Background: an optimization exercise with open tools, aiming at small area, a short achievable clock period and few clock cycles per item. Do not read the settings as production practice.
In this exercise RTL edits were held to simulation tests only and were not proved equivalent to the original.

Setup of v45:
Design sensor_activity_gesture_detector, start of the top module:
module sensor_activity_gesture_detector (
   input  wire logic              clock,
   input  wire logic              reset,
   input  wire logic              req_valid,
   output logic                   req_ready,
   input  wire logic [31:0]       req_sample_time,
   input  wire logic [15:0]       req_raw_sample,
   output logic                   rsp_valid,
   input  wire logic              rsp_ready,
   output logic [15:0]            rsp_level,
   output logic                   rsp_active,
   output logic [1:0]             rsp_gesture_code,
   output logic [15:0]            rsp_window_min,
   output logic [15:0]            rsp_window_max,
   input  wire logic              csr_psel,
   input  wire logic              csr_penable,
   input  wire logic              csr_pwrite,
   input  wire logic [sagd_pkg::ADDR_W-1:0] csr_paddr,
   input  wire logic [63:0]       csr_pwdata,
   output logic [63:0]            csr_prdata,
   output logic                   csr_pready
);
Size: roughly 840 flip-flops, ~240 I/O pins.
clock: 10.0 ns
lec_check: 0
abc_area: 1
cap_margin: 30
core_margin: 2
core_utilization: 40
setup_slack_margin: 5
slew_margin: 20
synth_hierarchical: 1
run.sh (not shown) runs the stock make flow with config.mk's settings and CLKGATE_MAP_FILE= SYNTH_SCRIPT=/design/flow/synth_recipe.tcl, a recipe that flattens the netlist after the stock synthesis.
v45 | stages: all done | timing, DRC, antenna: all pass
Testbench counts of v45, summed over its fixed seeds: cycles 10,192, items 9,600.
## Diff of input files: v24 against v45
Settings: a deleted ABC_AREA that had been 1.
--- outcome ---
- Across both runs, setup fix buffers added after clock tree synthesis was lower for v24 than for v45.
- On final worst-path setup slack, the lower figure sits with v24, not v45.
- v45 ended up with more cell instances than v24 did.
- | clock-buffer cell count | v24 vs v45 | about 12% lower |
- There was hardly any difference in worst hold slack between v24 and v45.
- Of the two candidates, v45 has the worse final area and v24 the better one.
- Going from v45 to v24, placed wire-length estimate shrinks by 26000 µm.
- Non-clock buffer count (higher): v24
- Layout filler cell count (v24 vs. v45) decreases by a little under 10%
The following lists how v55 was set up differently from v24:
Settings: SETUP_SLACK_MARGIN now 3.5, was 5.
The higher share of the core filled with cells in the final layout came out of v24.
Count of cell instances traversed by the critical path: v55 vs v24 down 1
Across both runs, wire length was lower for v55 than for v24.
In the flow results for v55 and v24, the average via count per standard cell is smaller on v55.
Largest stage delay on the critical path up 320 ps in v55 wrt v24
Relative to v24, ratio of cells with drive above 1 in the final layout decreased by 12 points in v55.
Compared v24 against v55; instance count after placement with tap cells included within noise.
Pin count of the biggest net entering global routing, v55 and v24: higher on v24
diff inputs: v55 => v2
Settings: a change of CORE_UTILIZATION from 40 to 55; a change of SETUP_SLACK_MARGIN from 3.5 to 5; an added CTS_BUF_LIST of sky130_fd_sc_hd__clkbuf_4 sky130_fd_sc_hd__clkbuf_8.
Results
- v2 vs v55, portion of the clock cycle consumed by the worst path in the final layout went down by 6.3 points.
- As far as post-route setup TNS goes, v2 and v55 are indistinguishable; the numbers are identical.
- Of v55 and v2, only v2 fails to finish with a clean layout.
- Complete run, failing final checks: v2, reason slew limit.
- In the reports for v55 and v2, the larger clock network contribution to total cell area belongs to v55.
- v55 → v2: cell depth of the worst setup path up 3, die extent in x now smaller, overall die area has decreased, fraction of final layout cells with drive strength greater than 1 rose 13 points.
- v2 ended with more routed wire length than v55.

== job 104 ==
Another version of the RTL of sensor_activity_gesture_detector (not shown whole).
Size in the first run: roughly 6,600 cells after synthesis, roughly 900 flip-flops, ~240 I/O pins.
export LEC_CHECK = 0
export CAP_MARGIN = 30
export CORE_MARGIN = 2
export CORE_UTILIZATION = 40
export SETUP_SLACK_MARGIN = 4.5
export SLEW_MARGIN = 20
export SYNTH_HIERARCHICAL = 1
create_clock -name core_clock -period 10.0 [get_ports {clock}]
In summary, job 104 completed successfully, with a layout that passed the timing, DRC and antenna checks.
Testbench counts of job 104, summed over its fixed seeds: cycles 10,192, items 9,600.
Input-level comparison between job 103 and job 104:
- ABC_AREA: unset -> 1
[summary]
- Result for job 103 and job 104: all clean
- Diff job 104 -> job 103: number of unique standard cell types used by synthesis saw a decrease, number of nets in the final layout went up 1,833.

## re-timing with driven ports
Ports are ideal in the flow. The routed layouts listed here were re-timed in OpenROAD. Step 1 (the two cells are an assumption about what drives the block):
set clk [get_ports {clock}]
set_driving_cell -lib_cell sky130_fd_sc_hd__clkbuf_16 $clk
set_driving_cell -lib_cell sky130_fd_sc_hd__buf_2 [delete_from_list [all_inputs] $clk]
Step 2 times the ports against the registers' clock, not the clock port: input delays grow and output delays shrink by t, the midpoint of the rising clock arrivals with the driver on. Three values: ideal ports, drivers, drivers and shift; two values: the first two.
run | t (ns) | setup slack, ns | hold slack, ns | latest minus earliest clock arrival (ns)
v45 | 0.780 | 4.597 / 4.597 / 4.416 | 0.380 / 0.380 / 0.380 | 0.045 / 0.045
v24 | 0.791 | 4.388 / 4.388 / 4.294 | 0.381 / 0.381 / 0.381 | 0.091 / 0.092
v55 | 0.782 | 3.649 / 3.649 / 3.649 | 0.408 / 0.408 / 0.408 | 0.080 / 0.079
v2 | 0.961 | 4.279 / 4.279 / 4.167 | 0.398 / 0.398 / 0.398 | 0.056 / 0.056
job 104 | 0.805 | 4.592 / 4.592 / 3.964 | 0.411 / 0.411 / 0.411 | 0.035 / 0.035
job 103 | 0.802 | 4.557 / 4.557 / 4.108 | 0.350 / 0.350 / 0.350 | 0.100 / 0.100
The setup slack of job 104, which loses most, moves by 0.000 ns with the drivers and by -0.628 ns with both steps.
